Background: an optimization exercise with open tools, aiming at small area, a short achievable clock period and few clock cycles per item. Do not read the settings as production practice. Only simulation tests tie the RTL to the original design; equivalence was not proved. Power figures rest on the tool's default switching activity, not on a simulated workload.

==> flow/design.v <==
module surround_downmix_to_pcm16 (
  input  logic               clk_i,
  input  logic               rst_ni,
  input  logic               cfg_valid_i,
  output logic               cfg_ready_o,
  input  logic [1:0]         cfg_index_i,
  input  logic [31:0]        cfg_data_i,
  input  logic               in_valid_i,
  output logic               in_ready_o,
  input  logic signed [31:0] in_sample_value_i,
  input  logic        [2:0]  in_channel_index_i,
  output logic               out_valid_o,
  input  logic               out_ready_i,
  output logic signed [15:0] out_pcm_value_o,
  output logic        [2:0]  out_channel_o,
  output logic               out_frame_last_o
);
  localparam int NP = 3;    
  localparam int NS = 17;   
  logic        dmen_q, dmen_d;
  logic [3:0]  cnt_q, cnt_d;
  logic [31:0] roles_q;
  assign cfg_ready_o = 1'b1;
  always_comb begin
    dmen_d = dmen_q;
    cnt_d  = cnt_q;
    if (cfg_valid_i && cfg_index_i == 2'd0) dmen_d = cfg_data_i[0];
    if (cfg_valid_i && cfg_index_i == 2'd1) cnt_d  = cfg_data_i[3:0];
  end
  always_ff @(posedge clk_i or negedge rst_ni) begin
    if (!rst_ni) begin
      dmen_q  <= 1'b0;
      cnt_q   <= 4'd2;
      roles_q <= '0;
    end else begin
      dmen_q <= dmen_d;
      cnt_q  <= cnt_d;
      if (cfg_valid_i && cfg_index_i == 2'd2) roles_q <= cfg_data_i;
    end
  end
  function automatic logic [2:0] last_ch(logic [3:0] c);
    if (c == 4'd0)  last_ch = 3'd0;
    else if (c[3])  last_ch = 3'd7;
    else            last_ch = c[2:0] - 3'd1;
  endfunction
  logic [2:0] nm1;
  logic       dm, dm_d;
  assign nm1  = last_ch(cnt_q);
  assign dm   = dmen_q && (nm1 >= 3'd2);
  assign dm_d = dmen_d && (last_ch(cnt_d) >= 3'd2);
  function automatic logic [19:0] hp_mul(logic [3:0] b);
    case (b)
      4'd1: hp_mul = 20'd46341;
      4'd2: hp_mul = 20'd92682;
      4'd3: hp_mul = 20'd139023;
      4'd4: hp_mul = 20'd185364;
      4'd5: hp_mul = 20'd231705;
      4'd6: hp_mul = 20'd278046;
      4'd7: hp_mul = 20'd324387;
      4'd8: hp_mul = 20'd370728;
      default: hp_mul = 20'd0;
    endcase
  endfunction
  logic [4:0]  kl_c, kr_c, kl_q, kr_q;
  logic [3:0]  bl_c, br_c, bl_q, br_q;
  logic [19:0] dl_q, dr_q, d_q;
  logic [1:0] kl_e [8];
  logic [1:0] kr_e [8];
  logic       bl_e [8];
  logic       br_e [8];
  always_comb begin
    for (int c = 0; c < 8; c++) begin
      logic [3:0] r;
      logic       en;
      r  = roles_q[4*c +: 4];
      en = 3'(c) <= nm1;
      kl_e[c] = !en ? 2'd0 : (r == 4'd1) ? 2'd2 : (r == 4'd6) ? 2'd1 : 2'd0;
      kr_e[c] = !en ? 2'd0 : (r == 4'd2) ? 2'd2 : (r == 4'd6) ? 2'd1 : 2'd0;
      bl_e[c] = en && (r == 4'd3 || r == 4'd4);
      br_e[c] = en && (r == 4'd3 || r == 4'd5);
    end
    kl_c = ((5'(kl_e[0]) + 5'(kl_e[1])) + (5'(kl_e[2]) + 5'(kl_e[3]))) +
           ((5'(kl_e[4]) + 5'(kl_e[5])) + (5'(kl_e[6]) + 5'(kl_e[7])));
    kr_c = ((5'(kr_e[0]) + 5'(kr_e[1])) + (5'(kr_e[2]) + 5'(kr_e[3]))) +
           ((5'(kr_e[4]) + 5'(kr_e[5])) + (5'(kr_e[6]) + 5'(kr_e[7])));
    bl_c = ((4'(bl_e[0]) + 4'(bl_e[1])) + (4'(bl_e[2]) + 4'(bl_e[3]))) +
           ((4'(bl_e[4]) + 4'(bl_e[5])) + (4'(bl_e[6]) + 4'(bl_e[7])));
    br_c = ((4'(br_e[0]) + 4'(br_e[1])) + (4'(br_e[2]) + 4'(br_e[3]))) +
           ((4'(br_e[4]) + 4'(br_e[5])) + (4'(br_e[6]) + 4'(br_e[7])));
  end
  always_ff @(posedge clk_i) begin
    kl_q <= kl_c;
    kr_q <= kr_c;
    bl_q <= bl_c;
    br_q <= br_c;
    dl_q <= {kl_q, 15'd0} + hp_mul(bl_q);
    dr_q <= {kr_q, 15'd0} + hp_mul(br_q);
    if (dl_q >= dr_q) d_q <= (dl_q > 20'd65536) ? dl_q : 20'd65536;
    else              d_q <= (dr_q > 20'd65536) ? dr_q : 20'd65536;
  end
  logic        in_ready_q, in_busy_q;
  logic        r1_v, r1_ok, r1_close;
  logic        r1_v_d, r1_ok_d, r1_close_d;
  logic [31:0] r1_x;
  logic [2:0]  r1_ch;
  logic               s1_v, s1_c, s1_v_d, s1_c_d;
  logic [2:0]         s1_gl, s1_gr;      
  logic signed [34:0] s1_x5;
  logic [31:0]        s1_x;
  logic        s2_v, s2_c;
  logic [2:0]  s2_gl, s2_gr;
  logic [31:0] s2_x, s2_t;
  logic signed [40:0] accl_q, accr_q;
  logic               fd_q;
  logic [NP-1:0] busy_q, busy_d;
  logic [4:0]    pcnt_q [NP];
  logic [4:0]    pcnt_d [NP];
  logic [NP-1:0] rrl_q, rrl_d, rrp_q, rrp_d;    
  logic [19:0] reml_q [NP];
  logic [19:0] remr_q [NP];
  logic [15:0] shl_q [NP];
  logic [15:0] shr_q [NP];
  logic [NP-1:0] negl_q, negr_q, ovfl_q, ovfr_q;
  logic [2:0]  qv_q;
  logic        ov_n_q;
  logic [15:0] qpcm_q [3];
  logic [2:0]  qch_q [3];
  logic [2:0]  qlast_q;
  assign in_ready_o = !in_busy_q;
  logic rel, ppush, dpush;
  assign rel   = in_ready_q && r1_v && r1_ok;    
  assign ppush = rel && !dm;
  always_comb begin
    if (in_ready_q) begin
      r1_v_d     = in_valid_i;
      r1_ok_d    = in_channel_index_i <= nm1;
      r1_close_d = in_channel_index_i == nm1;
    end else begin
      r1_v_d     = r1_v;
      r1_ok_d    = r1_ok;
      r1_close_d = r1_close;
    end
  end
  always_ff @(posedge clk_i) begin
    if (in_ready_q) begin
      r1_x  <= in_sample_value_i;
      r1_ch <= in_channel_index_i;
    end
  end
  logic [3:0] r1_role;
  logic [2:0] gl_c, gr_c;
  assign r1_role = roles_q[{r1_ch, 2'b00} +: 4];
  always_comb begin
    gl_c = 3'b000;
    gr_c = 3'b000;
    case (r1_role)
      4'd1: gl_c = 3'b001;
      4'd2: gr_c = 3'b001;
      4'd3: begin gl_c = 3'b010; gr_c = 3'b010; end
      4'd4: gl_c = 3'b010;
      4'd5: gr_c = 3'b010;
      4'd6: begin gl_c = 3'b100; gr_c = 3'b100; end
      default: ;
    endcase
  end
  assign s1_v_d = rel && dm;
  assign s1_c_d = s1_v_d && r1_close;
  always_ff @(posedge clk_i) begin
    s1_gl <= gl_c;
    s1_gr <= gr_c;
    s1_x  <= r1_x;
    s1_x5 <= 35'(signed'(r1_x)) + (35'(signed'(r1_x)) <<< 2);
  end
  logic [47:0] pt1, pt2, pt3, pt4, cs1s, cs1c, cs2s, cs2c, p46;
  assign pt1  = 48'(s1_x5) << 13;
  assign pt2  = 48'(s1_x5) << 10;
  assign pt3  = 48'(signed'(s1_x)) << 8;
  assign pt4  = 48'(s1_x5);
  assign cs1s = pt1 ^ pt2 ^ pt3;
  assign cs1c = ((pt1 & pt2) | (pt1 & pt3) | (pt2 & pt3)) << 1;
  assign cs2s = cs1s ^ cs1c ^ pt4;
  assign cs2c = ((cs1s & cs1c) | (cs1s & pt4) | (cs1c & pt4)) << 1;
  assign p46  = cs2s + cs2c;
  always_ff @(posedge clk_i) begin
    s2_gl <= s1_gl;
    s2_gr <= s1_gr;
    s2_x  <= s1_x;
    s2_t  <= p46[47:16];
  end
  function automatic logic signed [39:0] clamp40(logic signed [40:0] a);
    if (a[40] != a[39]) clamp40 = a[40] ? {1'b1, 39'd0} : {1'b0, {39{1'b1}}};
    else                clamp40 = a[39:0];
  endfunction
  function automatic logic signed [32:0] term(logic [2:0] g, logic [31:0] x, logic [31:0] t);
    logic [32:0] xe, te, xh;
    xe = {x[31], x};
    te = {t[31], t};
    xh = {x[31], x[31], x[31:1]};
    term = ({33{g[0]}} & xe) | ({33{g[1]}} & te) | ({33{g[2]}} & xh);
  endfunction
  logic signed [39:0] effl, effr, basel, baser;
  logic signed [32:0] tl, tr;
  assign effl  = clamp40(accl_q);
  assign effr  = clamp40(accr_q);
  assign basel = fd_q ? '0 : effl;
  assign baser = fd_q ? '0 : effr;
  assign tl    = term(s2_gl, s2_x, s2_t);
  assign tr    = term(s2_gr, s2_x, s2_t);
  always_ff @(posedge clk_i or negedge rst_ni) begin
    if (!rst_ni) begin
      s1_v   <= 1'b0;
      s1_c   <= 1'b0;
      s2_v   <= 1'b0;
      s2_c   <= 1'b0;
      fd_q   <= 1'b0;
      accl_q <= '0;
      accr_q <= '0;
    end else begin
      s1_v <= s1_v_d;
      s1_c <= s1_c_d;
      s2_v <= s1_v;
      s2_c <= s1_c;
      fd_q <= s2_c;
      if (s2_v) begin
        accl_q <= 41'(basel) + 41'(tl);
        accr_q <= 41'(baser) + 41'(tr);
      end else if (fd_q) begin
        accl_q <= '0;
        accr_q <= '0;
      end
    end
  end
  function automatic logic [36:0] div_init(logic signed [39:0] a);
    logic [39:0] m;
    m = a ^ {40{a[39]}};
    div_init = {|m[39:28], 1'b0, m[27:9], m[8:0], 7'd0};
  endfunction
  function automatic logic [35:0] div_step(logic [19:0] rem, logic [15:0] sh, logic [19:0] d,
                                           logic rl, logic neg);
    logic signed [21:0] r2, t;
    logic               q;
    r2 = 22'(signed'({rem, sh[15]}));
    if (rem[19]) t = r2 + 22'(d);
    else         t = r2 - 22'(d);
    q = !t[21] || (rl && neg && (&t[21:8]));
    div_step = {t[19:0], sh[14:0], q};
  endfunction
  function automatic logic [15:0] pcm_of(logic neg, logic ovf, logic [15:0] q16);
    logic [15:0] v;
    v = ({1'b0, q16[15:1]} ^ {16{neg}}) + 16'(q16[0] ^ neg);
    if (ovf)                pcm_of = neg ? 16'h8000 : 16'h7fff;
    else if (!neg && v[15]) pcm_of = 16'h7fff;
    else                    pcm_of = v;
  endfunction
  logic [36:0] initl, initr;
  assign initl = div_init(effl);
  assign initr = div_init(effr);
  logic [NP-1:0] pdone, rl_q, rl_d;
  always_comb begin
    for (int p = 0; p < NP; p++) pdone[p] = busy_q[p] && (pcnt_q[p] == 5'd0);
  end
  assign dpush = |(pdone & rrp_q) && !qv_q[1];
  always_comb begin
    busy_d = busy_q;
    for (int p = 0; p < NP; p++) begin
      pcnt_d[p] = pcnt_q[p];
      if (fd_q && rrl_q[p]) begin
        busy_d[p] = 1'b1;
        pcnt_d[p] = 5'(NS);
      end else if (dpush && rrp_q[p]) begin
        busy_d[p] = 1'b0;
      end else if (busy_q[p] && pcnt_q[p] != 5'd0) begin
        pcnt_d[p] = pcnt_q[p] - 5'd1;
      end
      rl_d[p] = busy_d[p] && pcnt_d[p] == 5'd1;
    end
    rrl_d = fd_q  ? {rrl_q[NP-2:0], rrl_q[NP-1]} : rrl_q;
    rrp_d = dpush ? {rrp_q[NP-2:0], rrp_q[NP-1]} : rrp_q;
  end
  always_ff @(posedge clk_i or negedge rst_ni) begin
    if (!rst_ni) begin
      busy_q <= '0;
      rl_q   <= '0;
      rrl_q  <= NP'(1);
      rrp_q  <= NP'(1);
      for (int p = 0; p < NP; p++) pcnt_q[p] <= '0;
    end else begin
      busy_q <= busy_d;
      rl_q   <= rl_d;
      rrl_q  <= rrl_d;
      rrp_q  <= rrp_d;
      for (int p = 0; p < NP; p++) pcnt_q[p] <= pcnt_d[p];
    end
  end
  for (genvar p = 0; p < NP; p++) begin : g_pair
    logic [35:0] stl, str;
    assign stl = div_step(reml_q[p], shl_q[p], d_q, rl_q[p], negl_q[p]);
    assign str = div_step(remr_q[p], shr_q[p], d_q, rl_q[p], negr_q[p]);
    always_ff @(posedge clk_i) begin
      if (fd_q && rrl_q[p]) begin
        ovfl_q[p] <= initl[36];
        ovfr_q[p] <= initr[36];
        negl_q[p] <= effl[39];
        negr_q[p] <= effr[39];
        {reml_q[p], shl_q[p]} <= initl[35:0];
        {remr_q[p], shr_q[p]} <= initr[35:0];
      end else if (busy_q[p] && pcnt_q[p] != 5'd0) begin
        {reml_q[p], shl_q[p]} <= stl;
        {remr_q[p], shr_q[p]} <= str;
        if (rl_q[p]) begin
          ovfl_q[p] <= ovfl_q[p] || shl_q[p][15];
          ovfr_q[p] <= ovfr_q[p] || shr_q[p][15];
        end
      end
    end
  end
  logic signed [24:0] pass_s;
  logic signed [23:0] pass_q;
  logic [15:0]        pass_pcm;
  assign pass_s = 25'(signed'(r1_x[31:8])) + 25'((|r1_x[7:0]) || !r1_x[31]);
  assign pass_q = pass_s[24:1];
  always_comb begin
    if (pass_q > 24'sd32767)       pass_pcm = 16'h7fff;
    else if (pass_q < -24'sd32768) pass_pcm = 16'h8000;
    else                           pass_pcm = pass_q[15:0];
  end
  logic [15:0] w0_pcm, w1_pcm, pl_sel, pr_sel;
  logic [2:0]  w0_ch;
  logic        w0_last;
  logic        nl, nr, ol, orr;
  logic        push1, push2;
  always_comb begin
    nl = 1'b0; nr = 1'b0; ol = 1'b0; orr = 1'b0;
    pl_sel = '0; pr_sel = '0;
    for (int p = 0; p < NP; p++) begin
      if (rrp_q[p]) begin
        nl = negl_q[p]; nr = negr_q[p]; ol = ovfl_q[p]; orr = ovfr_q[p];
        pl_sel = shl_q[p]; pr_sel = shr_q[p];
      end
    end
  end
  assign push1  = dpush || ppush;
  assign push2  = dpush;
  assign w1_pcm = pcm_of(nr, orr, pr_sel);
  always_comb begin
    if (dpush) begin
      w0_pcm  = pcm_of(nl, ol, pl_sel);
      w0_ch   = 3'd0;
      w0_last = 1'b0;
    end else begin
      w0_pcm  = pass_pcm;
      w0_ch   = r1_ch;
      w0_last = r1_close;
    end
  end
  logic [2:0]  nv [2];
  logic [15:0] npcm [2][3];
  logic [2:0]  nch [2][3];
  logic        nlast [2][3];
  always_comb begin
    for (int dq = 0; dq < 2; dq++) begin
      logic [2:0] sv;
      logic [2:0] at0, at1;
      sv  = (dq == 1) ? {1'b0, qv_q[2:1]} : qv_q;
      at0 = {!sv[2] && sv[1], !sv[1] && sv[0], !sv[0]};
      at1 = {!sv[1] && sv[0], !sv[0], 1'b0};
      nv[dq][0] = sv[0] || push1;
      nv[dq][1] = sv[1] || (sv[0] && push1) || push2;
      nv[dq][2] = sv[2] || (sv[1] && push1) || (sv[0] && push2);
      for (int i = 0; i < 3; i++) begin
        if (at0[i] && push1) begin
          npcm[dq][i]  = w0_pcm;
          nch[dq][i]   = w0_ch;
          nlast[dq][i] = w0_last;
        end else if (at1[i] && push2) begin
          npcm[dq][i]  = w1_pcm;
          nch[dq][i]   = 3'd1;
          nlast[dq][i] = 1'b1;
        end else if (dq == 1 && i < 2) begin
          npcm[dq][i]  = qpcm_q[i+1];
          nch[dq][i]   = qch_q[i+1];
          nlast[dq][i] = qlast_q[i+1];
        end else begin
          npcm[dq][i]  = qpcm_q[i];
          nch[dq][i]   = qch_q[i];
          nlast[dq][i] = qlast_q[i];
        end
      end
    end
  end
  logic deq;
  assign deq = qv_q[0] && out_ready_i;
  always_ff @(posedge clk_i or negedge rst_ni) begin
    if (!rst_ni) begin
      qv_q   <= '0;
      ov_n_q <= 1'b1;
    end else begin
      qv_q   <= deq ? nv[1] : nv[0];
      ov_n_q <= deq ? !nv[1][0] : !nv[0][0];
    end
  end
  always_ff @(posedge clk_i) begin
    for (int i = 0; i < 3; i++) begin
      qpcm_q[i]  <= deq ? npcm[1][i]  : npcm[0][i];
      qch_q[i]   <= deq ? nch[1][i]   : nch[0][i];
      qlast_q[i] <= deq ? nlast[1][i] : nlast[0][i];
    end
  end
  assign out_valid_o      = !ov_n_q;
  assign out_pcm_value_o  = qpcm_q[0];
  assign out_channel_o    = qch_q[0];
  assign out_frame_last_o = qlast_q[0];
  logic [NP-1:0] pbusy_d, pnear_d;
  logic          take_d0, take_d1;
  always_comb begin
    for (int p = 0; p < NP; p++) begin
      pbusy_d[p] = busy_d[p] && rrl_d[p];
      pnear_d[p] = pcnt_d[p] <= 5'd3;
    end
  end
  function automatic logic take_fn(logic v, logic ok, logic close, logic dmx, logic [2:0] qv,
                                   logic cfree, logic pbusy, logic pnear);
    if (!v || !ok)      take_fn = 1'b1;
    else if (!dmx)      take_fn = !qv[2];
    else if (!close)    take_fn = 1'b1;
    else                take_fn = cfree && (!pbusy || (pnear && !qv[1]));
  endfunction
  logic cfree_d, pb_d, pn_d;
  assign cfree_d = !s1_c_d && !s1_c && !s2_c;
  assign pb_d    = |pbusy_d;
  assign pn_d    = |(pbusy_d & pnear_d);
  assign take_d0 = take_fn(r1_v_d, r1_ok_d, r1_close_d, dm_d, nv[0], cfree_d, pb_d, pn_d);
  assign take_d1 = take_fn(r1_v_d, r1_ok_d, r1_close_d, dm_d, nv[1], cfree_d, pb_d, pn_d);
  always_ff @(posedge clk_i or negedge rst_ni) begin
    if (!rst_ni) begin
      in_ready_q <= 1'b1;
      in_busy_q  <= 1'b0;
      r1_v       <= 1'b0;
      r1_ok      <= 1'b0;
      r1_close   <= 1'b0;
    end else begin
      in_ready_q <= deq ? take_d1 : take_d0;
      in_busy_q  <= deq ? !take_d1 : !take_d0;
      r1_v       <= r1_v_d;
      r1_ok      <= r1_ok_d;
      r1_close   <= r1_close_d;
    end
  end
endmodule
==> flow/run.sh <==
#!/bin/bash
# synth_recipe.tcl (not shown) runs the flow's synth.tcl, then flattens the netlist and writes it again
# the make line also repeats each setting of config.mk as NAME=value (left out here)
make -C /OpenROAD-flow-scripts/flow DESIGN_CONFIG=/design/flow/config.mk WORK_HOME=/design/flow/orfs CLKGATE_MAP_FILE= SYNTH_SCRIPT=/design/flow/synth_recipe.tcl finish
==> flow/config.mk <==
export PLATFORM = sky130hd
export DESIGN_NAME = surround_downmix_to_pcm16
export DESIGN_NICKNAME = surround_downmix_to_pcm16
export VERILOG_FILES = /design/flow/design.v
export SDC_FILE = /design/flow/constraint.sdc
export NUM_CORES = 4
export LEC_CHECK = 0
export CAP_MARGIN = 20
export CORE_MARGIN = 2
export CORE_UTILIZATION = 60
export SLEW_MARGIN = 20
==> flow/constraint.sdc <==
create_clock -name core_clock -period 12.0 [get_ports {clk_i}]
set_input_delay 2.4000 -clock core_clock [delete_from_list [all_inputs] [get_ports {clk_i}]]
set_output_delay 2.4000 -clock core_clock [all_outputs]
set_load 0.01 [all_outputs]
==> results.json, run 1 <==
{
  "clock_latency_ps": 650,
  "clock.fmax_ghz": 0.189,
  "drt_iter0_markers": 4409,
  "vdd_drop_max_mv": 0.254,
  "grt_usage_pct": 34.1,
  "syn_to_final_growth_pct": 9.29,
  "cts_resized": 0,
  "synth.distinct_cells": 97,
  "grt_pass1_wl_um": 223000,
  "rsz0062_at_grt": "false",
  "synth_mux_area_share_pct": 2.49,
  "cts.path.max_buffers": 3,
  "std_cell_rows": 104,
  "synth_compound_area_share_pct": 19.8,
  "io_buffers": 95,
  "ios": 97,
  "wl_met3_um": 10200,
  "post_cts_buffers": 0,
  "place_congestion": 0.960,
  "dpl_worst_slack_ps": 6650,
  "drv_slew": 0,
  "yosys_warnings": 17,
  "grt_pass1_vias": 38900,
  "outcome": "no timing/DRC/antenna violations",
  "top_layer": "met5",
  "syn_avg_cell_area_um2": 8.91,
  "post-route-min-period_ps": 5300,
  "slowest_delay_ps": 1060,
  "wl_per_cell_um": 21.8,
  "synth_top_cell_by_area": "edfxtp_1",
  "tns_ps": 0,
  "cp.arrival_ps": 5640,
  "firstDrtPassIters": 13,
  "path_buf_inv": 0,
  "cts_hold_buf": 0,
  "synth_top_area_share_pct": 16.9,
  "vias": 41600,
  "yosys_register_bits": 701,
  "cap_violations": 0,
  "cp_max_fo": 36,
  "yosysMostFrequentCell": "nand2_1",
  "globalRouteOverflowTotal": 0,
  "synth_simple_gate_area_share_pct": 16.6,
  "start_util_pct": 60.6,
  "slew_headroom_pct": 22.3,
  "skew_ps": 21.8,
  "dp_hpwl_um": 106000,
  "worstMarginPinSlew_ps": 1160,
  "async_flop_share_pct": 22.8,
  "drive_gt1_share_pct": 6.09,
  "wl_met1_um": 64500,
  "crit_type": "flop to flop",
  "wl_um": 144000,
  "drc": 0,
  "synthTopCellsByArea": "edfxtp_1 17%, dfxtp_1 11%, ha_1 9.1%",
  "die-area_mm2": 0.0836,
  "nFillCells": 6805,
  "setup_viol": 0,
  "wl_met2_um": 62100,
  "path_clk_slew_ps": 60,
  "vias_per_cell": 6.32,
  "finalCritPeriodShare_pct": 44.2,
  "p_leak_uw": 0.0228,
  "critPathTopFamily": "simple AND/OR/NAND/NOR gates",
  "synth_top_family_by_area": "compound AO/OA/AOI/OAI gates",
  "die_h_um": 289,
  "cts_max_level": 3,
  "synth_area_mm2": 0.0488,
  "powerDensity_mw_per_mm2": 343,
  "ys_seq_area_share_pct": 36.1,
  "place_inst": 6430,
  "antenna_found_initial": 2,
  "cts_root_buffer": "clkbuf_16",
  "fin_cells": 6580,
  "ant_nets": 0,
  "cts.sinks": 701,
  "nets": 5980,
  "cp_slowest_cell": "dfstp_2",
  "synth_fa_ha_area_share_pct": 13.2,
  "layout_setup_ws_ps": 6700,
  "core-area_mm2": 0.0805,
  "multi_input_area_mm2": 0.0293,
  "cts_buffers": 81,
  "hold_class": "flop to flop",
  "start_kind": "flop",
  "diodes": 0,
  "endpoint_kind": "flop",
  "path_cells": "nand3b_1 > a21o_1 > xnor2_1 > ha_1 > ha_1 > or4b_2 > and2_1 > nor4_1 > a211oi_1 > a31oi_1 > o211ai_1 > o21ai_0 > a32oi_1",
  "synth_common_cells": "571 x nand2_1, 495 x nor2_1, 446 x a21oi_1, 429 x o21ai_0, 353 x ha_1",
  "die_w_um": 289,
  "cts_tree": "yes",
  "regArea_mm2": 0.0176,
  "grt_max_degree": 87,
  "cp_common_cell": "ha_1",
  "synth_ff_type": "edfxtp_1",
  "yosys.area_share.xor_xnor_pct": 7.63,
  "crit_required_ps": 12330,
  "hold_viol": 0,
  "synthCells": 5479,
  "synth_edf_count": 275
}
## per-stage QoR
step                      hold WS [ps]  util, %  total power (uW)  cell area [um2]
after detailed placement           312     62.8             15500            50500
after global routing               329     66.2             19800            53300
after global placement             312     62.8             15400            50500
after CTS                          325     66.2             18200            53300
after floorplan                    310        -             12400            48800
final                              324     66.2             18300            53300
## state kept, by name, summed over array words and instances (netlist names), 4 cells and up, named ones only
signal / count
dl_q: 14
reml_q: 60
kr_q: 5
r1_x: 32
dr_q: 14
qch_q: 9
s1_x: 31
remr_q: 60
shl_q: 48
s2_x: 32
qpcm_q: 48
d_q: 14
roles_q: 32
accr_q: 41
accl_q: 41
kl_q: 5
shr_q: 48
s2_t: 32
s1_x5: 33
pcnt_q: 15
cnt_q: 4
## where the power goes
group	leakage, uW	switching [uW]	internal, uW
Combinational	0.0148	7140	4730
Clock	0.00135	1070	1500
Sequential	0.00666	568	3290
## placed cells by master, fill, tap and decap left out, drive strengths merged, types with 155 or more instances in the layout
cell,count
ha,353
nand2,571
dfrtp,155
xnor2,261
edfxtp,275
a21oi,446
dfxtp,266
xor2,164
nor2,497
o21ai,435
inv,277
## final timing paths
check	from	to	slack [ps]	depth (start not counted)
min in group asynchronous	rst_ni	accr_q[34]	1830	1
worst min-delay path	flop	dr_q[13]	320	0
max in group asynchronous	rst_ni	fd_q	8520	2
worst min register to register	flop	dr_q[13]	320	0
worst max register to register	rrp_q[0]	qpcm_q[1][14]	6700	13
worst max-delay path	rrp_q[0]	qpcm_q[1][14]	6700	13
## per-layer routing
metal / up-vias / track usage, %
li1: 19700 / -
met5: - / 0
met3: 285 / 4.39
met1: 19900 / 49.6
met4: 2 / 14.5
met2: 1693 / 51.4
## cell families (layout without fill, tap and decap cells)
family / after synthesis / in the layout
mux: 105 / 105
simple gates: 1728 / 1728
buf+inv: 532 / 573
compound gates: 1534 / 1534
other cells: 1 / 1
flops: 701 / 701
xor+xnor: 425 / 425
fa+ha+maj: 453 / 453
## area by class of cell
class | instances | area share [%]
multi-input combinational | 4246 | 54.9
timing repair buffer | 149 | 2.55
tap | 1060 | 2.49
sequential | 701 | 33.0
inverter | 274 | 1.93
clock inverter | 44 | 0.892
clock buffer | 106 | 4.25
Testbench counts, summed over its fixed seeds: cycles 11,512, items 8,960.
==> inputs of run 2 (changes only) <==
--- a/flow/config.mk
+++ b/flow/config.mk
@@ -9,3 +9,3 @@
 export CORE_MARGIN = 2
-export CORE_UTILIZATION = 60
+export CORE_UTILIZATION = 40
 export SLEW_MARGIN = 20
==> run 2 against run 1 <==
Effect of this change:
- wire length grew 3.0%
- sequential power hardly changed
- area after synthesis unchanged
- highest routed layer unchanged
==> results.json, run 2 <==
{
  "ff2ff_path_depth": 16,
  "nFillCells": 11900,
  "post-route-min-period_ps": 5360,
  "regToRegStartpoint": "d_q[8]",
  "crit_required_ps": 12610,
  "grt_usage_pct": 23.1,
  "synthCells": 5479,
  "cts_buffers": 81,
  "globalRouteOverflowTotal": 0,
  "syn_to_final_growth_pct": 10.8,
  "cts_max_level": 3,
  "synth_area_mm2": 0.0488,
  "synth_top_cell_by_area": "edfxtp_1",
  "p_leak_uw": 0.0228,
  "vias": 41000,
  "synth_common_cells": "571 x nand2_1, 495 x nor2_1, 446 x a21oi_1, 429 x o21ai_0, 353 x ha_1",
  "yosysMostFrequentCell": "nand2_1",
  "final_cell_mix": "565 x nand2_1, 490 x nor2_1, 446 x a21oi_1",
  "yosys_warnings": 17,
  "synthTopCellsByArea": "edfxtp_1 17%, dfxtp_1 11%, ha_1 9.1%",
  "path_cells": "inv_2 > ha_1 > nor3b_4 > and2_1 > or2_2 > o21ai_0 > ha_1 > a21o_1 > a21o_1 > a22o_1 > a211o_1 > a31o_2 > a221oi_1 > o21ai_0 > or4_1 > o21ai_1",
  "firstDrtPassIters": 14,
  "slowest_delay_ps": 570,
  "die-area_mm2": 0.125,
  "synth_edf_count": 275,
  "cp_slowest_cell": "or4_1",
  "whs_ps": 322,
  "critPathTopFamily": "compound AO/OA/AOI/OAI gates",
  "core-area_mm2": 0.121,
  "cp-startpoint": "d_q[8]",
  "clock_latency_ps": 690,
  "crit_cells": 16,
  "drc": 0,
  "start_util_pct": 40.2,
  "clock.fmax_ghz": 0.187,
  "cp.arrival_ps": 5970,
  "multi_input_area_mm2": 0.0293,
  "grt_pass1_vias": 38700,
  "cts.path.max_buffers": 3,
  "vias_per_cell": 5.73,
  "start_kind": "flop",
  "cts_root_buffer": "clkbuf_16",
  "wl_per_cell_um": 20.7,
  "async_flop_share_pct": 22.8,
  "wl_um": 148000,
  "crit_type": "flop to flop",
  "slew_headroom_pct": 23.7,
  "tns_ps": 0,
  "reg2reg_slack_ps": 6640,
  "endpoint_kind": "flop",
  "dp_hpwl_um": 110000,
  "ios": 97,
  "finalCritPeriodShare_pct": 44.6,
  "place_congestion": 0.944,
  "ys_seq_area_share_pct": 36.1,
  "dpl_worst_slack_ps": 6320,
  "final_common_cell": "nand2_1",
  "setup_viol": 0,
  "cap_violations": 0,
  "synth.distinct_cells": 97,
  "powerDensity_mw_per_mm2": 337,
  "yosys_register_bits": 701,
  "antenna_found_initial": 1,
  "rsz0062_at_grt": "false",
  "path_buf_inv": 1,
  "synth_ff_type": "edfxtp_1",
  "drive_gt1_share_pct": 6.08,
  "synth_top_area_share_pct": 16.9,
  "cts_tree": "yes",
  "cp-endpoint": "shr_q[1][0]",
  "die_w_um": 353,
  "fin_util_pct": 44.5,
  "ant_nets": 0,
  "io_buffers": 95,
  "cts_resized": 0,
  "grt_max_degree": 81,
  "grt_pass1_wl_um": 230000,
  "hold_viol": 0,
  "hold_class": "flop to flop",
  "syn_avg_cell_area_um2": 8.91,
  "outcome": "no timing/DRC/antenna violations",
  "worstMarginPinSlew_ps": 1140,
  "layout_setup_ws_ps": 6640,
  "die_h_um": 353,
  "drt_iter0_markers": 3777,
  "path_clk_slew_ps": 60,
  "drv_slew": 0,
  "cp_max_fo": 9,
  "regArea_mm2": 0.0176,
  "diodes": 0,
  "post_cts_buffers": 0,
  "cts.sinks": 701,
  "r2r_end": "shr_q[1][0]",
  "std_cell_rows": 128,
  "cts_hold_buf": 0,
  "nets": 5982,
  "skew_ps": 42.4,
  "vdd_drop_max_mv": 0.241
}
[run 2: cell count changes in the layout (fill, tap and decap cells not counted), moves of 3 or more]
| cell | before | now |
|---|---|---|
| clkinv_4 | 7 | 3 |
| bufinv_16 | 7 | 4 |
| clkbuf_16 | 84 | 88 |
| clkinv_1 | 9 | 12 |
| clkinvlp_4 | 2 | 7 |
[run 2: worst min-delay path by stage]
stage | startpoint | to | slack [ps] | cells past startpoint
3_3_place_gp | flop | dl_q[9] | 310 | 0
6_report | flop | dr_q[9] | 320 | 0
4_1_cts | flop | dr_q[9] | 330 | 0
5_1_grt | flop | dr_q[12] | 330 | 0
2_1_floorplan | flop | dl_q[10] | 310 | 0
3_5_place_dp | flop | dr_q[12] | 310 | 0
[run 2: per-stage QoR]
step / power (uW) / instances / cell area [um2]
3_5_place_dp: 15600 / 6996 / 51300
2_1_floorplan: 12400 / 5479 / 48800
5_1_grt: 19800 / 7148 / 54100
4_1_cts: 18200 / 7147 / 54000
6_report: 18200 / 7148 / 54100
3_3_place_gp: 15500 / 6996 / 51300
[run 2: final cells by class]
type / instances / share of cell area [%]
repair buffers: 151 / 2.53
multi-input cells: 4246 / 54.2
clock buffers: 107 / 4.33
clock inverters: 44 / 0.741
inverters: 274 / 1.90
flip-flops and latches: 701 / 32.6
well taps: 1625 / 3.76
[run 2: cells by family after synthesis]
group	count (synthesis)	share of synthesized area (%)
simple gates	1728	16.6
compound gates	1534	19.8
flops	701	36.1
buf+inv	532	4.21
fa+ha+maj	453	13.2
xor+xnor	425	7.63
mux	105	2.49
other cells	1	0.00769
[run 2: routing by layer]
metal  vias to the layer above  part of all wire (%)  global-route usage (%)
li1                      19700                     -                       -
met1                     19700                    46                    33.0
met2                      1407                    45                    36.5
met3                       196                   6.4                    2.75
met4                         2                   3.0                    7.25
met5                         -                 0.014                       0
[run 2: power by group]
| part | total (uW) | switching, uW | leakage (uW) | internal, uW |
|---|---|---|---|---|
| Clock | 2550 | 1070 | 0.00133 | 1470 |
| Combinational | 11800 | 7090 | 0.0148 | 4730 |
| Sequential | 3850 | 561 | 0.00666 | 3290 |
==> inputs of run 3 (changes only) <==
--- a/flow/design.v
+++ b/flow/design.v
@@ -37,5 +37,18 @@
       cnt_q  <= cnt_d;
-      if (cfg_valid_i && cfg_index_i == 2'd2) roles_q <= cfg_data_i;
+      if (cfg_valid_i && cfg_index_i == 2'd2) roles_q <= role_codes(cfg_data_i);
     end
   end
+  function automatic logic [31:0] role_codes(logic [31:0] r);
+    for (int c = 0; c < 8; c++) begin
+      case (r[4*c +: 4])
+        4'd1:    role_codes[4*c +: 4] = {2'd1, 2'd0};
+        4'd2:    role_codes[4*c +: 4] = {2'd0, 2'd1};
+        4'd3:    role_codes[4*c +: 4] = {2'd2, 2'd2};
+        4'd4:    role_codes[4*c +: 4] = {2'd2, 2'd0};
+        4'd5:    role_codes[4*c +: 4] = {2'd0, 2'd2};
+        4'd6:    role_codes[4*c +: 4] = {2'd3, 2'd3};
+        default: role_codes[4*c +: 4] = 4'd0;
+      endcase
+    end
+  endfunction
   function automatic logic [2:0] last_ch(logic [3:0] c);
@@ -66,2 +79,6 @@
   logic [19:0] dl_q, dr_q, d_q;
+  logic [7:0] en_q;
+  always_ff @(posedge clk_i) begin
+    for (int c = 0; c < 8; c++) en_q[c] <= 3'(c) <= nm1;
+  end
   logic [1:0] kl_e [8];
@@ -72,10 +89,9 @@
     for (int c = 0; c < 8; c++) begin
-      logic [3:0] r;
-      logic       en;
-      r  = roles_q[4*c +: 4];
-      en = 3'(c) <= nm1;
-      kl_e[c] = !en ? 2'd0 : (r == 4'd1) ? 2'd2 : (r == 4'd6) ? 2'd1 : 2'd0;
-      kr_e[c] = !en ? 2'd0 : (r == 4'd2) ? 2'd2 : (r == 4'd6) ? 2'd1 : 2'd0;
-      bl_e[c] = en && (r == 4'd3 || r == 4'd4);
-      br_e[c] = en && (r == 4'd3 || r == 4'd5);
+      logic [1:0] gl, gr;
+      gl = roles_q[4*c+2 +: 2];
+      gr = roles_q[4*c +: 2];
+      kl_e[c] = !en_q[c] ? 2'd0 : (gl == 2'd1) ? 2'd2 : (gl == 2'd3) ? 2'd1 : 2'd0;
+      kr_e[c] = !en_q[c] ? 2'd0 : (gr == 2'd1) ? 2'd2 : (gr == 2'd3) ? 2'd1 : 2'd0;
+      bl_e[c] = en_q[c] && gl == 2'd2;
+      br_e[c] = en_q[c] && gr == 2'd2;
     end
@@ -118,2 +134,3 @@
   logic [NP-1:0] rrl_q, rrl_d, rrp_q, rrp_d;    
+  logic [NP-1:0] rrm_q;                         
   logic [19:0] reml_q [NP];
@@ -152,15 +169,4 @@
   assign r1_role = roles_q[{r1_ch, 2'b00} +: 4];
-  always_comb begin
-    gl_c = 3'b000;
-    gr_c = 3'b000;
-    case (r1_role)
-      4'd1: gl_c = 3'b001;
-      4'd2: gr_c = 3'b001;
-      4'd3: begin gl_c = 3'b010; gr_c = 3'b010; end
-      4'd4: gl_c = 3'b010;
-      4'd5: gr_c = 3'b010;
-      4'd6: begin gl_c = 3'b100; gr_c = 3'b100; end
-      default: ;
-    endcase
-  end
+  assign gl_c = {r1_role[3:2] == 2'd3, r1_role[3:2] == 2'd2, r1_role[3:2] == 2'd1};
+  assign gr_c = {r1_role[1:0] == 2'd3, r1_role[1:0] == 2'd2, r1_role[1:0] == 2'd1};
   assign s1_v_d = rel && dm;
@@ -285,2 +291,3 @@
       rrp_q  <= NP'(1);
+      rrm_q  <= NP'(1);
       for (int p = 0; p < NP; p++) pcnt_q[p] <= '0;
@@ -291,2 +298,3 @@
       rrp_q  <= rrp_d;
+      rrm_q  <= dpush ? {rrm_q[NP-2:0], rrm_q[NP-1]} : rrm_q;
       for (int p = 0; p < NP; p++) pcnt_q[p] <= pcnt_d[p];
@@ -335,3 +343,3 @@
     for (int p = 0; p < NP; p++) begin
-      if (rrp_q[p]) begin
+      if (rrm_q[p]) begin
         nl = negl_q[p]; nr = negr_q[p]; ol = ovfl_q[p]; orr = ovfr_q[p];
==> run 3 against run 2 <==
Effect of this change:
- still clean
- sequential power hardly changed
- global-route usage is 0.60 points lower
- worst hold slack better by 2.5 ps
- flip-flop and latch count is 11 higher
- combinational power hardly changed
- area after synthesis is 0.89% lower
- clock-buffer cell count is 6 higher
- die area is 0.88% lower
- critical path depth is 3 higher
- critical path type unchanged
- critical endpoint is now accl_q[40]
- highest routed layer is now met4
==> results.json, run 3 <==
{
  "power.switching_uw": 8470,
  "synthTopCellsByArea": "edfxtp_1 17%, dfxtp_1 11%, ha_1 9.1%",
  "critPathTopFamily": "compound AO/OA/AOI/OAI gates",
  "grt_pass1_wl_um": 218000,
  "cap_violations": 0,
  "dp_hpwl_um": 105000,
  "fin_util_pct": 44.8,
  "synth_common_cells": "574 x nand2_1, 443 x a21oi_1, 434 x nor2_1, 418 x o21ai_0, 353 x ha_1",
  "start_kind": "flop",
  "ios": 97,
  "die_h_um": 352,
  "grt_usage_pct": 22.5,
  "cp.arrival_ps": 5770,
  "nets": 5859,
  "cp_max_fo": 43,
  "hold_class": "flop to flop",
  "vias": 39700,
  "setup_viol": 0,
  "post-route-min-period_ps": 5200,
  "final_cell_mix": "568 x nand2_1, 443 x a21oi_1, 428 x nor2_1",
  "synth_edf_count": 275,
  "path_clk_slew_ps": 50,
  "cts.path.max_buffers": 3,
  "place_congestion": 0.935,
  "finalCritPeriodShare_pct": 43.3,
  "vdd_drop_max_mv": 0.160,
  "cts_resized": 0,
  "post_cts_buffers": 0,
  "wl_um": 142000,
  "vias_per_cell": 5.66,
  "firstDrtPassIters": 14,
  "endpoint_kind": "flop",
  "start_util_pct": 40.3,
  "powerDensity_mw_per_mm2": 335,
  "cts_tree": "yes",
  "wl_per_cell_um": 20.2,
  "skew_ps": 31.6,
  "async_flop_share_pct": 22.9,
  "outcome": "no timing/DRC/antenna violations",
  "cts.sinks": 712,
  "clock_latency_ps": 660,
  "internal_power_uw": 9530,
  "grt_max_degree": 87,
  "tns_ps": 0,
  "synth_ff_type": "edfxtp_1",
  "synth_mux_area_share_pct": 1.93,
  "syn_avg_cell_area_um2": 9.06,
  "synth_simple_gate_area_share_pct": 15.7,
  "path_buf_inv": 3,
  "hold_viol": 0,
  "die-area_mm2": 0.124,
  "slew_headroom_pct": 22.0,
  "synthCells": 5335,
  "ant_nets": 0,
  "drv_slew": 0,
  "path_cells": "ha_1 > buf_4 > nor2_2 > buf_4 > a21oi_1 > nor2_1 > ha_1 > inv_1 > fa_1 > nor2b_1 > o31ai_1 > a21boi_1 > a221o_1 > a21oi_1 > a211oi_1 > o31ai_2 > o21ai_1 > a2111oi_0 > a221o_1",
  "whs_ps": 324,
  "syn_to_final_growth_pct": 11.2,
  "synth_compound_area_share_pct": 20.0,
  "cp_slowest_cell": "a221o_1",
  "synth.distinct_cells": 110,
  "yosysMostFrequentCell": "nand2_1",
  "pwr-share-clk_pct": 14.9,
  "io_buffers": 95,
  "p_leak_uw": 0.0228,
  "synth_top_family_by_area": "compound AO/OA/AOI/OAI gates",
  "final_common_cell": "nand2_1",
  "grt_pass1_vias": 37700,
  "cts_max_level": 3,
  "globalRouteOverflowTotal": 0,
  "synth_top_area_share_pct": 17.1,
  "drc": 0,
  "slowest_delay_ps": 490,
  "die_w_um": 352,
  "yosys_warnings": 17,
  "drt_iter0_markers": 3566,
  "rsz0062_at_grt": "false",
  "yosys.area_share.xor_xnor_pct": 8.08,
  "std_cell_rows": 127,
  "synth_top_cell_by_area": "edfxtp_1",
  "power.share.sequential_pct": 21.3,
  "antenna_found_initial": 2,
  "core-area_mm2": 0.120,
  "drive_gt1_share_pct": 6.11,
  "cts_hold_buf": 0,
  "crit_required_ps": 12570,
  "diodes": 0,
  "synth_area_mm2": 0.0484,
  "crit_type": "flop to flop",
  "synth_fa_ha_area_share_pct": 13.3,
  "clock.fmax_ghz": 0.192,
  "cts_root_buffer": "clkbuf_16",
  "yosys_register_bits": 712,
  "switching_share_pct": 47.0,
  "cts_buffers": 82,
  "ys_seq_area_share_pct": 36.9,
  "worstMarginPinSlew_ps": 1160,
  "comb_power_share_pct": 63.8
}
## run 3: path summary, 6_finish.rpt
kind	from	to	slack [ps]	depth (start not counted)
setup / recovery	accl_q[40]	accl_q[40]	6800	19
hold reg to reg	flop	dl_q[11]	320	0
max in group asynchronous	rst_ni	accr_q[28]	8290	3
hold / removal	flop	dl_q[11]	320	0
min in group asynchronous	rst_ni	roles_q[19]	1730	1
setup reg to reg	accl_q[40]	accl_q[40]	6800	19
## run 3: kinds of logic after synthesis
group | count (synthesis)
AND/OR/NAND/NOR | 1613
adder cells (fa/ha/maj) | 453
multiplexers | 79
flip-flops | 712
other | 1
XOR/XNOR | 446
AO/OA/AOI/OAI | 1517
buffers and inverters | 514
## run 3: through the flow
stage	total power, uW	cell area (um2)	setup slack [ps]	instances
2_1_floorplan	12200	48400	7610	5336
3_3_place_gp	15100	50900	6890	6859
3_5_place_dp	15300	50900	6910	6859
4_1_cts	18000	53800	6890	7011
5_1_grt	19500	53800	6510	7012
6_report	18000	53800	6800	7012
## run 3: area by class of cell
| cell class | count | area (um2) |
|---|---|---|
| inverters | 282 | 1060 |
| fillers | 11600 | 66200 |
| flip-flops and latches | 712 | 17800 |
| well taps | 1612 | 2020 |
| clock buffers | 113 | 2440 |
| repair buffers | 144 | 1320 |
| clock inverters | 39 | 472 |
| multi-input cells | 4110 | 28700 |
## run 3: layer usage
layer  share of wire, %  wire length (um)  up-vias  track usage, %
met3                6.0              8520      191            2.70
met5                  0                 0        -               0
met1                 46             65800    19000            32.2
met4                3.3              4720        0            8.07
li1                   -                 -    19200               -
met2                 44             62600     1297            35.0
## run 3: worst register-to-register path: stages, from the launching register on
cell       delay (ps)
dfrtp_1           430
ha_1              300
buf_4             440
nor2_2             50
buf_4             290
a21oi_1           310
nor2_1             80
ha_1              240
inv_1              70
fa_1              180
nor2b_1            70
o31ai_1           400
a21boi_1          230
a221o_1           490
a21oi_1           300
a211oi_1          170
o31ai_2           310
o21ai_1           150
a2111oi_0         450
a221o_1           170
## run 3: power groups by stage
stage | clock [uW] | sequential [uW] | combinational [uW]
after floorplan | 0 | 3650 | 8580
after global placement | 0 | 3880 | 11300
after detailed placement | 0 | 3880 | 11400
after CTS | 2730 | 3830 | 11400
after global routing | 2820 | 3900 | 12800
final | 2670 | 3840 | 11500
Testbench counts of run 3, summed over its fixed seeds: cycles 11,512, items 8,960.
==> inputs of run 4 (changes only) <==
--- a/flow/design.v
+++ b/flow/design.v
@@ -140,7 +140,7 @@
   logic [NP-1:0] negl_q, negr_q, ovfl_q, ovfr_q;
-  logic [2:0]  qv_q;
+  logic [1:0]  qv_q;
   logic        ov_n_q;
-  logic [15:0] qpcm_q [3];
-  logic [2:0]  qch_q [3];
-  logic [2:0]  qlast_q;
+  logic [15:0] qpcm_q [2];
+  logic [2:0]  qch_q [2];
+  logic [1:0]  qlast_q;
   assign in_ready_o = !in_busy_q;
@@ -248,4 +248,3 @@
     r2 = 22'(signed'({rem, sh[15]}));
-    if (rem[19]) t = r2 + 22'(d);
-    else         t = r2 - 22'(d);
+    t = r2 + ({22{!rem[19]}} ^ 22'(d)) + 22'(!rem[19]);
     q = !t[21] || (rl && neg && (&t[21:8]));
@@ -267,3 +266,3 @@
   end
-  assign dpush = |(pdone & rrp_q) && !qv_q[1];
+  assign dpush = |(pdone & rrp_q) && !qv_q[0];
   always_comb begin
@@ -363,34 +362,29 @@
   end
-  logic [2:0]  nv [2];
-  logic [15:0] npcm [2][3];
-  logic [2:0]  nch [2][3];
-  logic        nlast [2][3];
+  logic [1:0]  nv [2];
+  logic [15:0] npcm [2][2];
+  logic [2:0]  nch [2][2];
+  logic        nlast [2][2];
   always_comb begin
     for (int dq = 0; dq < 2; dq++) begin
-      logic [2:0] sv;
-      logic [2:0] at0, at1;
-      sv  = (dq == 1) ? {1'b0, qv_q[2:1]} : qv_q;
-      at0 = {!sv[2] && sv[1], !sv[1] && sv[0], !sv[0]};
-      at1 = {!sv[1] && sv[0], !sv[0], 1'b0};
-      nv[dq][0] = sv[0] || push1;
-      nv[dq][1] = sv[1] || (sv[0] && push1) || push2;
-      nv[dq][2] = sv[2] || (sv[1] && push1) || (sv[0] && push2);
-      for (int i = 0; i < 3; i++) begin
-        if (at0[i] && push1) begin
-          npcm[dq][i]  = w0_pcm;
-          nch[dq][i]   = w0_ch;
-          nlast[dq][i] = w0_last;
-        end else if (at1[i] && push2) begin
-          npcm[dq][i]  = w1_pcm;
-          nch[dq][i]   = 3'd1;
-          nlast[dq][i] = 1'b1;
-        end else if (dq == 1 && i < 2) begin
-          npcm[dq][i]  = qpcm_q[i+1];
-          nch[dq][i]   = qch_q[i+1];
-          nlast[dq][i] = qlast_q[i+1];
+      logic [1:0] sv;
+      sv = (dq == 1) ? {1'b0, qv_q[1]} : qv_q;
+      npcm[dq][1] = qpcm_q[1];  nch[dq][1] = qch_q[1];  nlast[dq][1] = qlast_q[1];
+      if (dq == 1) begin
+        npcm[dq][0] = qpcm_q[1];  nch[dq][0] = qch_q[1];  nlast[dq][0] = qlast_q[1];
+      end else begin
+        npcm[dq][0] = qpcm_q[0];  nch[dq][0] = qch_q[0];  nlast[dq][0] = qlast_q[0];
+      end
+      if (dpush) begin
+        nv[dq] = 2'b11;
+        npcm[dq][0] = w0_pcm;  nch[dq][0] = w0_ch;  nlast[dq][0] = w0_last;
+        npcm[dq][1] = w1_pcm;  nch[dq][1] = 3'd1;   nlast[dq][1] = 1'b1;
+      end else if (ppush) begin
+        nv[dq] = {sv[0], 1'b1};
+        if (sv[0]) begin
+          npcm[dq][1] = w0_pcm;  nch[dq][1] = w0_ch;  nlast[dq][1] = w0_last;
         end else begin
-          npcm[dq][i]  = qpcm_q[i];
-          nch[dq][i]   = qch_q[i];
-          nlast[dq][i] = qlast_q[i];
+          npcm[dq][0] = w0_pcm;  nch[dq][0] = w0_ch;  nlast[dq][0] = w0_last;
         end
+      end else begin
+        nv[dq] = sv;
       end
@@ -410,3 +404,3 @@
   always_ff @(posedge clk_i) begin
-    for (int i = 0; i < 3; i++) begin
+    for (int i = 0; i < 2; i++) begin
       qpcm_q[i]  <= deq ? npcm[1][i]  : npcm[0][i];
@@ -428,8 +422,8 @@
   end
-  function automatic logic take_fn(logic v, logic ok, logic close, logic dmx, logic [2:0] qv,
+  function automatic logic take_fn(logic v, logic ok, logic close, logic dmx, logic [1:0] qv,
                                    logic cfree, logic pbusy, logic pnear);
     if (!v || !ok)      take_fn = 1'b1;
-    else if (!dmx)      take_fn = !qv[2];
+    else if (!dmx)      take_fn = !qv[1];
     else if (!close)    take_fn = 1'b1;
-    else                take_fn = cfree && (!pbusy || (pnear && !qv[1]));
+    else                take_fn = cfree && (!pbusy || (pnear && !qv[0]));
   endfunction
--- a/flow/config.mk
+++ b/flow/config.mk
@@ -9,3 +9,4 @@
 export CORE_MARGIN = 2
-export CORE_UTILIZATION = 40
+export CORE_UTILIZATION = 50
+export PLACE_DENSITY = 0.8
 export SLEW_MARGIN = 20
==> run 4 against run 3 <==
Effect of this change:
- still clean on timing, DRC and antenna
- clock-buffer cell count is 13 lower
- wire length shrank 9.1%
- clock skew fell by 9.1 ps
- via count shrank 2.3%
- area after synthesis fell by 4.4%
- clock power down about 10%
- sequential share of layout area rose by 0.78 points
- largest cell class unchanged
==> results.json, run 4 <==
{
  "outcome": "no timing/DRC/antenna violations",
  "slowest_delay_ps": 580,
  "finalCritPeriodShare_pct": 42.1,
  "wl_per_cell_um": 20.4,
  "powerDensity_mw_per_mm2": 285,
  "die_w_um": 308,
  "endpoint_kind": "flop",
  "drive_gt1_share_pct": 5.11,
  "drc": 0,
  "start_util_pct": 50.4,
  "start_kind": "flop",
  "regArea_mm2": 0.0172,
  "yosys_warnings": 17,
  "yosysMostFrequentCell": "nand2_1",
  "final_cell_mix": "498 x nand2_1, 410 x a21oi_1, 364 x nor2_1",
  "io_buffers": 95,
  "whs_ps": 320,
  "grt_usage_pct": 26.6,
  "nets": 5584,
  "skew_ps": 22.5,
  "cts_hold_buf": 0,
  "synth_top_cell_by_area": "edfxtp_1",
  "clock_latency_ps": 640,
  "crit_type": "flop to flop",
  "reg2reg_slack_ps": 6940,
  "slew_headroom_pct": 24.8,
  "drv_slew": 0,
  "dp_hpwl_um": 93100,
  "pwr-share-clk_pct": 16.5,
  "ff2ff_path_depth": 17,
  "post-route-min-period_ps": 5060,
  "place_congestion": 0.977,
  "tns_ps": 0,
  "cts_resized": 0,
  "synth_common_cells": "504 x nand2_1, 411 x a21oi_1, 369 x nor2_1, 354 x o21ai_0, 346 x ha_1",
  "vias_per_cell": 6.15,
  "worstHoldEndpoint": "dr_q[8]",
  "r2r_end": "accl_q[39]",
  "rsz0062_at_grt": "false",
  "p_leak_uw": 0.0212,
  "yosys.area_share.xor_xnor_pct": 8.23,
  "synth_edf_count": 255,
  "async_flop_share_pct": 23.4,
  "cts_max_level": 3,
  "fin_util_pct": 55.3,
  "firstDrtPassIters": 15,
  "regToRegStartpoint": "accl_q[40]",
  "hold_class": "flop to flop",
  "synth_top_area_share_pct": 16.6,
  "path_cells": "ha_1 > buf_4 > a21oi_1 > or2_2 > inv_1 > ha_1 > a21o_1 > a21o_1 > a211oi_1 > o21a_1 > o31a_1 > o21ai_1 > a221o_1 > a2111oi_1 > o31ai_1 > xnor2_1 > o21ai_0",
  "clock.fmax_ghz": 0.198,
  "cp_slowest_cell": "a2111oi_1",
  "multi_input_area_mm2": 0.0271,
  "dpl_worst_slack_ps": 7070,
  "wl_um": 129000,
  "layout_setup_ws_ps": 6940,
  "cap_violations": 0,
  "grt_pass1_vias": 37300,
  "final_cell_area_mm2": 0.0507,
  "cp.arrival_ps": 5600,
  "comb_power_share_pct": 58.1,
  "globalRouteOverflowTotal": 0,
  "antenna_found_initial": 4,
  "syn_to_final_growth_pct": 9.76,
  "hold_viol": 0,
  "drt_iter0_markers": 4803,
  "std_cell_rows": 111,
  "worstMarginPinSlew_ps": 1130,
  "die-area_mm2": 0.0949,
  "synth_ff_type": "dfxtp_1",
  "synth.distinct_cells": 99,
  "synth_compound_area_share_pct": 19.6,
  "synth_top_family_by_area": "compound AO/OA/AOI/OAI gates",
  "internal_power_uw": 7910,
  "cp_max_fo": 42,
  "synth_simple_gate_area_share_pct": 15.2,
  "power.switching_uw": 6530,
  "synthCells": 5067,
  "post_cts_buffers": 0,
  "cts_root_buffer": "clkbuf_16",
  "final_common_cell": "nand2_1",
  "synth_fa_ha_area_share_pct": 13.8,
  "syn_avg_cell_area_um2": 9.12,
  "cts_buffers": 72,
  "whs_path_depth": 0,
  "grt_pass1_wl_um": 202000,
  "vias": 38800,
  "vdd_drop_max_mv": 0.248,
  "cts.path.max_buffers": 3,
  "grt_max_degree": 84,
  "setup_viol": 0,
  "ios": 97,
  "ant_nets": 0,
  "switching_share_pct": 45.2,
  "nFillCells": 7820,
  "synthTopCellsByArea": "edfxtp_1 17%, dfxtp_1 12%, ha_1 9.4%",
  "path_clk_slew_ps": 60,
  "dpl_cell_area_mm2": 0.0482,
  "power.share.sequential_pct": 25.3,
  "die_h_um": 308,
  "crit_required_ps": 12550,
  "ys_seq_area_share_pct": 37.2,
  "yosys_register_bits": 691,
  "cts.sinks": 691,
  "core-area_mm2": 0.0917,
  "synth_area_mm2": 0.0462,
  "synth_mux_area_share_pct": 1.63,
  "cts_tree": "yes",
  "diodes": 0
}
run 4: cell type report:
class | count | share of cell area, %
Inverter | 315 | 2.33
Multi-Input combinational cell | 3848 | 53.3
Tap cell | 1186 | 2.93
Clock inverter | 33 | 0.703
Clock buffer | 100 | 4.29
Sequential cell | 691 | 33.9
Timing Repair Buffer | 136 | 2.48
run 4: how the worst max path moves through the flow:
stage | startpoint | end | slack, ps | depth (start not counted)
after floorplan | out_ready_i | qch_q[1][0] | 7560 | 3
final | accl_q[40] | accl_q[39] | 6940 | 17
after detailed placement | accl_q[40] | accl_q[39] | 7070 | 17
after global routing | accl_q[40] | accl_q[39] | 6590 | 17
after global placement | accl_q[40] | accl_q[39] | 7210 | 17
after CTS | accl_q[40] | accl_q[39] | 7020 | 17
run 4: through the flow:
stage | cells | power [uW]
floorplan | 5068 | 9640
global placement | 6176 | 11600
detailed placement | 6176 | 11900
CTS | 6309 | 14300
global route | 6309 | 15500
finish | 6309 | 14400
run 4: logic make-up after synthesis:
| family | Yosys count |
|---|---|
| flip-flops | 691 |
| buffers and inverters | 529 |
| AND/OR/NAND/NOR | 1485 |
| XOR/XNOR | 434 |
| adder cells (fa/ha/maj) | 449 |
| other | 1 |
| multiplexers | 64 |
| AO/OA/AOI/OAI | 1414 |
run 4: metal layers:
layer / share of wire [%] / track usage, % / vias to the layer above
li1: - / - / 18100
met1: 41 / 35.1 / 18400
met2: 45 / 42.6 / 1840
met3: 9.0 / 4.35 / 363
met4: 4.9 / 13.0 / 2
met5: 0.011 / 0 / -
run 4: power by group through the flow:
stage,logic (uW),clock network [uW],registers [uW]
final,8400,2390,3660
after global routing,9250,2500,3710
after CTS,8280,2400,3640
after detailed placement,8180,0,3690
after global placement,7920,0,3670
after floorplan,6200,0,3440
run 4: critical path: cells and delay by family, from the launching register on:
family                     cells  cell delay, ps
DFF                            1             440
buffers and inverters          2             480
AOI/OAI and AO/OA             11            3010
adders and majority gates      2             550
and+or+nand+nor                1             330
xor gates and xnor gates       1             150
Testbench counts of run 4, summed over its fixed seeds: cycles 11,512, items 8,960.
==> inputs of run 5 (changes only) <==
--- a/flow/config.mk
+++ b/flow/config.mk
@@ -9,4 +9,3 @@
 export CORE_MARGIN = 2
-export CORE_UTILIZATION = 50
-export PLACE_DENSITY = 0.8
+export CORE_UTILIZATION = 40
 export SLEW_MARGIN = 20
==> run 5 against run 4 <==
Effect of this change:
- die area grew 25%
- design area grew 1.5%
- total power increased by 1.8%
- largest power group unchanged
- worst hold slack better by 3.2 ps
- register-to-register slack got worse by 50 ps
- via count is 2.7% lower
- global-route usage shrank 4.3 points
- core utilization shrank 10 points
- still clean on timing, DRC and antenna
- sequential power about the same
- sequential share of layout area fell by 0.50 points
- critical path depth fell by 1
- clock skew grew 8.1 ps
==> results.json, run 5 <==
{
  "post_cts_buffers": 0,
  "busiest_layer": "met2",
  "vdd_drop_max_mv": 0.188,
  "start_util_pct": 40.4,
  "synth_top_family_by_area": "compound AO/OA/AOI/OAI gates",
  "synth_edf_count": 255,
  "cts_max_level": 3,
  "path_clk_slew_ps": 70,
  "finalCritPeriodShare_pct": 42.6,
  "endpoint_kind": "flop",
  "synth_top_cell_by_area": "edfxtp_1",
  "cts_resized": 0,
  "start_kind": "flop",
  "clock_latency_ps": 650,
  "use_met3_pct": 2.97,
  "rsz0062_at_grt": "false",
  "outcome": "no timing/DRC/antenna violations",
  "syn_to_final_growth_pct": 11.4,
  "synth_area_mm2": 0.0462,
  "skew_ps": 30.5,
  "drt_iter0_markers": 3467,
  "crit_required_ps": 12510,
  "synth_mux_area_share_pct": 1.63,
  "synth_ff_type": "dfxtp_1",
  "yosys.area_share.xor_xnor_pct": 8.23,
  "yosysMostFrequentCell": "nand2_1",
  "place_inst": 6505,
  "slew_headroom_pct": 26.2,
  "drc": 0,
  "ant_nets": 0,
  "layout_setup_ws_ps": 6890,
  "yosys_register_bits": 691,
  "vias": 37700,
  "hold_class": "flop to flop",
  "core-area_mm2": 0.115,
  "powerDensity_mw_per_mm2": 286,
  "setup_viol": 0,
  "cts_hold_buf": 0,
  "cp.arrival_ps": 5620,
  "wl_per_cell_um": 20.3,
  "worstMarginPinSlew_ps": 1090,
  "antenna_found_initial": 3,
  "cp_max_fo": 42,
  "wl_um": 135000,
  "whs_ps": 323,
  "grtUsageMet1_pct": 32.4,
  "cts_tree": "yes",
  "clock.fmax_ghz": 0.196,
  "cap_violations": 0,
  "synth.distinct_cells": 99,
  "hold_viol": 0,
  "cts.path.max_buffers": 3,
  "post-route-min-period_ps": 5110,
  "die-area_mm2": 0.118,
  "dp_hpwl_um": 98600,
  "tns_ps": 0,
  "regArea_mm2": 0.0172,
  "diodes": 0,
  "nets": 5594,
  "grt_util_met2_pct": 34.8,
  "grt_usage_pct": 22.4,
  "synth_compound_area_share_pct": 19.6,
  "final_cell_mix": "498 x nand2_1, 410 x a21oi_1, 364 x nor2_1",
  "synthCells": 5067,
  "vias_per_cell": 5.67,
  "async_flop_share_pct": 23.4,
  "drive_gt1_share_pct": 5.39,
  "ys_seq_area_share_pct": 37.2,
  "power_uw": 14700,
  "die_w_um": 344,
  "ios": 97,
  "multi_input_area_mm2": 0.0271,
  "synth_top_area_share_pct": 16.6,
  "place_congestion": 0.900,
  "syn_avg_cell_area_um2": 9.12,
  "grt_max_degree": 84,
  "cts_buffers": 79,
  "firstDrtPassIters": 9,
  "synth_common_cells": "504 x nand2_1, 411 x a21oi_1, 369 x nor2_1, 354 x o21ai_0, 346 x ha_1",
  "grt_pass1_vias": 35400,
  "synth_fa_ha_area_share_pct": 13.8,
  "p_leak_uw": 0.0214,
  "io_buffers": 95,
  "synthTopCellsByArea": "edfxtp_1 17%, dfxtp_1 12%, ha_1 9.4%",
  "cts.sinks": 691,
  "drv_slew": 0,
  "grt_pass1_wl_um": 208000,
  "yosys_warnings": 17,
  "die_h_um": 344,
  "nFillCells": 11100,
  "dpl_worst_slack_ps": 7000,
  "final_common_cell": "nand2_1",
  "std_cell_rows": 124,
  "cts_root_buffer": "clkbuf_16",
  "crit_type": "flop to flop",
  "synth_simple_gate_area_share_pct": 15.2,
  "fin_cells": 6651,
  "globalRouteOverflowTotal": 0
}
## run 5: cell counts after synthesis
No cell type changed its count.
## run 5: path summary, 6_finish.rpt
| path | end | cells past startpoint | from | slack (ps) |
|---|---|---|---|---|
| min in group asynchronous | accr_q[31] | 1 | rst_ni | 1750 |
| max in group asynchronous | s2_v | 3 | rst_ni | 8220 |
| setup / recovery | accl_q[40] | 16 | accl_q[40] | 6890 |
| hold / removal | s2_gr[1] | 0 | s1_gr[1] | 320 |
| hold reg to reg | s2_gr[1] | 0 | s1_gr[1] | 320 |
| setup reg to reg | accl_q[40] | 16 | accl_q[40] | 6890 |
## run 5: per-stage QoR
step,area (um2),utilization [%]
6_report,51500,45.0
2_1_floorplan,46200,-
3_3_place_gp,48600,42.5
3_5_place_dp,48600,42.5
4_1_cts,51500,45.0
5_1_grt,51500,45.0
## run 5: where the power goes
group          switching (uW)  internal, uW
clock                    1050          1590
combinational            4990          3420
sequential                572          3090
## run 5: area by class of cell
class	instances	area share (%)
Multi-Input combinational cell	3848	52.6
Clock inverter	34	0.824
Inverter	315	2.30
Tap cell	1512	3.68
Timing Repair Buffer	139	2.49
Sequential cell	691	33.4
Clock buffer	112	4.71
## run 5: critical path, stage by stage, from the launching register on
cell and delay [ps]:
dfrtp_1 440, ha_1 330, buf_4 440, a21oi_1 210, or2_2 350, fa_1 410
nor2b_1 170, o21a_1 150, o21ai_0 100, and4bb_2 260, o21ai_0 460, a21oi_1 280
o21a_1 260, o21ai_0 570, a21oi_1 190, o2111ai_1 230, a31oi_1 110
## run 5: logic make-up (layout without fill, tap and decap cells)
logic type,Yosys count,count (layout)
XOR/XNOR,434,434
other,1,2
buffers and inverters,529,600
AO/OA/AOI/OAI,1414,1414
adder cells (fa/ha/maj),449,449
flip-flops,691,691
AND/OR/NAND/NOR,1485,1485
multiplexers,64,64
## run 5: routing by layer
layer / part of all wire, % / vias to the layer above
met3: 6.2 / 205
li1: - / 18200
met2: 44 / 1231
met5: 0.020 / -
met1: 47 / 18100
met4: 2.9 / 4

[afterwards: timing with drivers on the ports]
How much do the figures lean on ideal ports? The routed layouts below were timed once more, with nothing changed but the port constraints. Step 1: set_driving_cell puts a clkbuf_16 on clk_i and a buf_2 on each other input, an assumption about the parent block. Step 2 adds t to the input delays and takes it off the output delays; t is the mean of the earliest and latest rising clock arrival at the registers after step 1. Input paths then give back, and output paths get back, about the clock's delay inside the block. Slacks: ideal ports / drivers / drivers and shift; pairs: ideal ports / drivers.
run | t, ns | setup WS [ns] | worst register clock-pin slew, ns | worst slew at a driven data input, ns | cell pins on the clock port's net
run 1 | 0.713 | 6.695 / 6.695 / 6.695 | 0.07 / 0.07 | 0.08 | 1
run 2 | 0.738 | 6.642 / 6.642 / 6.642 | 0.07 / 0.07 | 0.10 | 1
run 3 | 0.714 | 6.803 / 6.803 / 6.803 | 0.07 / 0.07 | 0.11 | 1
run 4 | 0.694 | 6.944 / 6.944 / 6.944 | 0.07 / 0.07 | 0.08 | 1
run 5 | 0.699 | 6.891 / 6.891 / 6.891 | 0.07 / 0.07 | 0.09 | 1
After both steps every run listed still meets setup and hold.
